Background: an optimization exercise with open tools, aiming at small area, a short achievable clock period and few clock cycles per item. Do not read the settings as production practice. In this exercise RTL edits were held to simulation tests only and were not proved equivalent to the original.

// xtea_core
module xtea_core (
    input  logic         clock,
    input  logic         reset_n,
    input  logic         in_valid,
    output logic         in_ready,
    input  logic         mode,
    input  logic [31:0]  data_in1,
    input  logic [31:0]  data_in2,
    input  logic [127:0] key_in,
    output logic         out_valid,
    input  logic         out_ready,
    output logic [31:0]  data_out1,
    output logic [31:0]  data_out2,
    output logic         busy
);
export LEC_CHECK = 0
export CAP_MARGIN = 20
export CORE_MARGIN = 2
export CORE_UTILIZATION = 55
export SLEW_MARGIN = 20
create_clock -name core_clock -period 12.0 [get_ports {clock}]
standard.sh (not shown) runs the stock make flow with config.mk's settings and CLKGATE_MAP_FILE= SYNTH_SCRIPT=/design/flow/synth_recipe.tcl, a recipe that flattens the netlist after the stock synthesis.
==> flow/flow/run.sh <==
#!/bin/bash
# Layout flow: the standard flow with these changes:
# - synthesis: the standard flow's synthesis script (flow/synth.tcl) with ABC mapping by flow/map.abc,
#   run into syn/; its netlist is then handed to the standard flow as SYNTH_NETLIST_FILES;
# - the ports are buffered by the smallest buffer cell (buf_1);
# - clock tree synthesis adds no dummy loads, uses clkbuf_8 and clusters up to 14 sinks;
set -euo pipefail
here=$(pwd)
export FLOW_ABC_SCRIPT=$here/flow/map.abc
make -C "$FLOW_HOME" DESIGN_CONFIG="$here/config.mk" WORK_HOME="$here/syn" CLKGATE_MAP_FILE= \
  SYNTH_SCRIPT="$here/flow/synth.tcl" synth > synth.log 2>&1
export SYNTH_NETLIST_FILES=$here/syn/results/$FLOW_PLATFORM/xtea_core/base/1_2_yosys.v
export BUFFER_PORTS_ARGS="-buffer_cell sky130_fd_sc_hd__buf_1"
export CTS_ARGS="-sink_clustering_enable -repair_clock_nets -dont_use_dummy_load -buf_list {sky130_fd_sc_hd__clkbuf_8} -sink_clustering_size 14 -sink_clustering_max_diameter 80"
export SETUP_SLACK_MARGIN=7.4
bash standard.sh > flow.log 2>&1
==> flow/flow/map.abc <==
&get -n
&st
&dch -f
&nf -p
&put
buffer
upsize
dnsize
==> flow/flow/synth.tcl <==
# The standard flow's synthesis script (synth_recipe.tcl) with one change: Yosys's abc calls map the logic
# with the ABC script named by $::env(FLOW_ABC_SCRIPT) instead of ORFS's abc_speed.script.
proc synth {args} { yosys synth -nofsm -noshare {*}$args }
proc abc {args} {
  set i [lsearch -exact $args -script]
  if {$i >= 0} {
    set args [lreplace $args $i [expr {$i + 1}] -script $::env(FLOW_ABC_SCRIPT)]
  }
  yosys abc {*}$args
}
source $::env(SCRIPTS_DIR)/synth.tcl
# left out here: clear keep_hierarchy, flatten, clean up, hide names made inside functions, write 1_2_yosys.v
Testbench counts at the start, summed over its fixed seeds: cycles 25,917, items 384.
Change:
--- a/flow/flow/run.sh
+++ b/flow/flow/run.sh
@@ -14,3 +14,3 @@
 export CTS_ARGS="-sink_clustering_enable -repair_clock_nets -dont_use_dummy_load -buf_list {sky130_fd_sc_hd__clkbuf_8} -sink_clustering_size 14 -sink_clustering_max_diameter 80"
-export SETUP_SLACK_MARGIN=7.4
+export SETUP_SLACK_MARGIN=7.2
 bash standard.sh > flow.log 2>&1
==> flow/flow/map.abc (replaced) <==
&get -n
&st
&dch
&nf {D}
&put
buffer
upsize {D}
dnsize {D}
=> Global-route usage decreases by 1.4 points. Clock skew goes up by 0.0079 ns. Final area shrinks by 1.7%. Via count is lower by 3.9%. Synthesized cell count drops by 4.0%. Hold slack improves by 0.052 ns. Die area shrinks by 1.1%. Clock-buffer cell count is unchanged.
Change:
--- a/flow/flow/run.sh
+++ b/flow/flow/run.sh
@@ -5,3 +5,3 @@
 # - the ports are buffered by the smallest buffer cell (buf_1);
-# - clock tree synthesis adds no dummy loads, uses clkbuf_8 and clusters up to 14 sinks;
+# - clock tree synthesis adds no dummy loads, uses clkbuf_8 and clusters up to 17 sinks;
 set -euo pipefail
@@ -13,4 +13,4 @@
 export BUFFER_PORTS_ARGS="-buffer_cell sky130_fd_sc_hd__buf_1"
-export CTS_ARGS="-sink_clustering_enable -repair_clock_nets -dont_use_dummy_load -buf_list {sky130_fd_sc_hd__clkbuf_8} -sink_clustering_size 14 -sink_clustering_max_diameter 80"
-export SETUP_SLACK_MARGIN=7.2
+export CTS_ARGS="-sink_clustering_enable -repair_clock_nets -dont_use_dummy_load -buf_list {sky130_fd_sc_hd__clkbuf_8} -sink_clustering_size 17 -sink_clustering_max_diameter 80"
+export SETUP_SLACK_MARGIN=7.3
 bash standard.sh > flow.log 2>&1
Effect: The changed run passed the timing, design-rule and antenna checks. Area after synthesis stays the same. Final area came out higher by 1.4%. Global-route usage hardly moves. Sequential cell count is unchanged. Clock-buffer cell count falls by 2. Cell count hardly moves. Worst hold slack improves by 0.0035 ns. Synthesized cell count does not change. Clock skew goes up by 0.012 ns.
Change:
--- a/flow/flow/run.sh
+++ b/flow/flow/run.sh
@@ -14,3 +14,3 @@
 export CTS_ARGS="-sink_clustering_enable -repair_clock_nets -dont_use_dummy_load -buf_list {sky130_fd_sc_hd__clkbuf_8} -sink_clustering_size 17 -sink_clustering_max_diameter 80"
-export SETUP_SLACK_MARGIN=7.3
+export SETUP_SLACK_MARGIN=7.4
 bash standard.sh > flow.log 2>&1
After rerunning: The new run passed the timing, design-rule and antenna checks; core utilization stays flat; clock skew stays flat; worst setup slack gets better by 0.10 ns; final cell count stays flat; maximum frequency grows by about 2.3%; synthesized cell count is unchanged; via count grows by about 0.6%; design area stays flat.
Change:
--- a/flow/flow/run.sh
+++ b/flow/flow/run.sh
@@ -5,3 +5,3 @@
 # - the ports are buffered by the smallest buffer cell (buf_1);
-# - clock tree synthesis adds no dummy loads, uses clkbuf_8 and clusters up to 17 sinks;
+# - clock tree synthesis adds no dummy loads, uses clkbuf_8 and clusters up to 14 sinks;
 set -euo pipefail
@@ -13,4 +13,4 @@
 export BUFFER_PORTS_ARGS="-buffer_cell sky130_fd_sc_hd__buf_1"
-export CTS_ARGS="-sink_clustering_enable -repair_clock_nets -dont_use_dummy_load -buf_list {sky130_fd_sc_hd__clkbuf_8} -sink_clustering_size 17 -sink_clustering_max_diameter 80"
-export SETUP_SLACK_MARGIN=7.4
+export CTS_ARGS="-sink_clustering_enable -repair_clock_nets -dont_use_dummy_load -buf_list {sky130_fd_sc_hd__clkbuf_8} -sink_clustering_size 14 -sink_clustering_max_diameter 80"
+export SETUP_SLACK_MARGIN=7.3
 bash standard.sh > flow.log 2>&1
Routed wire length rose by 0.70%. Worst hold slack barely changes. Maximum frequency went down by 2.0%. Synthesized cell count does not change.
Change:
--- a/flow/flow/run.sh
+++ b/flow/flow/run.sh
@@ -14,3 +14,3 @@
 export CTS_ARGS="-sink_clustering_enable -repair_clock_nets -dont_use_dummy_load -buf_list {sky130_fd_sc_hd__clkbuf_8} -sink_clustering_size 14 -sink_clustering_max_diameter 80"
-export SETUP_SLACK_MARGIN=7.3
+export SETUP_SLACK_MARGIN=7.5
 bash standard.sh > flow.log 2>&1
Effect:
- The new run finished with timing, DRC and antenna clean
- utilization climbs by 1.0 points
- setup slack gets better by 0.057 ns
- hold slack hardly moves


xtea_core, a different RTL version from the one above (not shown whole).
Size in the first run: ~1600 cells after synthesis, about 260 I/O pins, ~0.015 mm² of cells after synthesis.
Settings: LEC_CHECK=0, CAP_MARGIN=20, CORE_MARGIN=2, CORE_UTILIZATION=55, SLEW_MARGIN=20; clock period 12.0 ns.
==> flow/flow/run.sh <==
#!/bin/bash
# Layout flow: the standard flow with these changes:
# - synthesis: the standard flow's synthesis script (flow/synth.tcl) with ABC mapping by flow/map.abc,
#   run into syn/; its netlist is then handed to the standard flow as SYNTH_NETLIST_FILES;
# - the ports are buffered by the smallest buffer cell (buf_1);
# - clock tree synthesis adds no dummy loads, uses clkbuf_8 and clusters up to 14 sinks;
set -euo pipefail
here=$(pwd)
export FLOW_ABC_SCRIPT=$here/flow/map.abc
make -C "$FLOW_HOME" DESIGN_CONFIG="$here/config.mk" WORK_HOME="$here/syn" CLKGATE_MAP_FILE= \
  SYNTH_SCRIPT="$here/flow/synth.tcl" synth > synth.log 2>&1
export SYNTH_NETLIST_FILES=$here/syn/results/$FLOW_PLATFORM/xtea_core/base/1_2_yosys.v
export BUFFER_PORTS_ARGS="-buffer_cell sky130_fd_sc_hd__buf_1"
export CTS_ARGS="-sink_clustering_enable -repair_clock_nets -dont_use_dummy_load -buf_list {sky130_fd_sc_hd__clkbuf_8} -sink_clustering_size 14 -sink_clustering_max_diameter 80"
export SETUP_SLACK_MARGIN=7.3
bash standard.sh > flow.log 2>&1
==> flow/flow/map.abc <==
&get -n
&st
&dch
&nf {D}
&put
buffer
upsize {D}
dnsize {D}
Scripts as last shown in full above: flow/flow/synth.tcl
The baseline finished with timing, DRC and antenna clean.
Testbench counts at the start, summed over its fixed seeds: cycles 25,728, items 384.
Edit:
--- a/flow/flow/run.sh
+++ b/flow/flow/run.sh
@@ -6 +6,4 @@
-# - clock tree synthesis adds no dummy loads, uses clkbuf_8 and clusters up to 14 sinks;
+# - clock tree synthesis adds no dummy loads and uses clkbuf_8;
+# - timing repair aims at a setup slack of SETUP_SLACK_MARGIN.
+# Logs: synth.log (synthesis make output), flow.log (the standard flow's make output), and
+# ORFS's per-step logs under syn/logs and orfs/logs.
- CORE_UTILIZATION: 55 -> 40
Outcome: The changed run finished with timing, DRC and antenna clean; cell count increases by a few percent; core utilization came out lower by 16 points; worst hold slack got worse by 23 ps; setup slack got worse by 24 ps; fmax went down slightly; synthesized area is unchanged.
Edit:
--- a/flow/flow/run.sh
+++ b/flow/flow/run.sh
@@ -18 +18 @@
-export SETUP_SLACK_MARGIN=7.3
+export SETUP_SLACK_MARGIN=7.4
- CORE_UTILIZATION: 40 -> 55
=> Clock-buffer cell count is lower by 2; clock skew is lower by 34 ps; hold slack improved by 22 ps; worst setup slack improved by 36 ps.
Edit:
--- a/flow/flow/run.sh
+++ b/flow/flow/run.sh
@@ -18 +18 @@
-export SETUP_SLACK_MARGIN=7.4
+export SETUP_SLACK_MARGIN=7.3
- CORE_UTILIZATION: 55 -> 40
- PLACE_DENSITY: default -> 0.75
Outcome: Final area is about the same; routed wire length climbs by roughly a tenth; non-clock buffer count shrinks by 12.

## re-timing with driven ports
How much do the figures lean on ideal ports? The routed layouts below were timed once more, with nothing changed but the port constraints.
Step 1 assumes that a clkbuf_16 drives the clock port and a buf_2 every other input.
Step 2, shift: input delay + t, output delay - t, t = (earliest + latest rising clock arrival at the registers) / 2. This alone moves slack from input paths to output paths.
Three values: ideal, step 1, step 2; two values: the first two.
run	t (ns)	setup slack, ns	latest minus earliest clock arrival (ns)
the first run of note 1	0.591	7.540 / 7.535 / 7.540	0.024 / 0.025
the second run of note 1	0.592	7.369 / 7.369 / 7.369	0.031 / 0.032
the third run of note 1	0.587	7.444 / 7.444 / 7.444	0.044 / 0.044
the fourth run of note 1	0.585	7.547 / 7.547 / 7.511	0.045 / 0.045
the fifth run of note 1	0.592	7.456 / 7.456 / 7.456	0.037 / 0.038
the sixth run of note 1	0.587	7.513 / 7.513 / 7.513	0.037 / 0.036
the first run of note 2	0.566	7.444 / 7.444 / 7.444	0.051 / 0.050
the second run of note 2	0.622	7.419 / 7.419 / 7.419	0.082 / 0.082
the third run of note 2	0.569	7.455 / 7.455 / 7.455	0.048 / 0.049
the fourth run of note 2	0.633	7.420 / 7.420 / 7.420	0.056 / 0.057
After both steps every run listed still meets setup and hold. For the fourth run of note 1, which loses most, drivers alone change the setup slack by 0.000 ns; drivers and shift together by -0.036 ns.
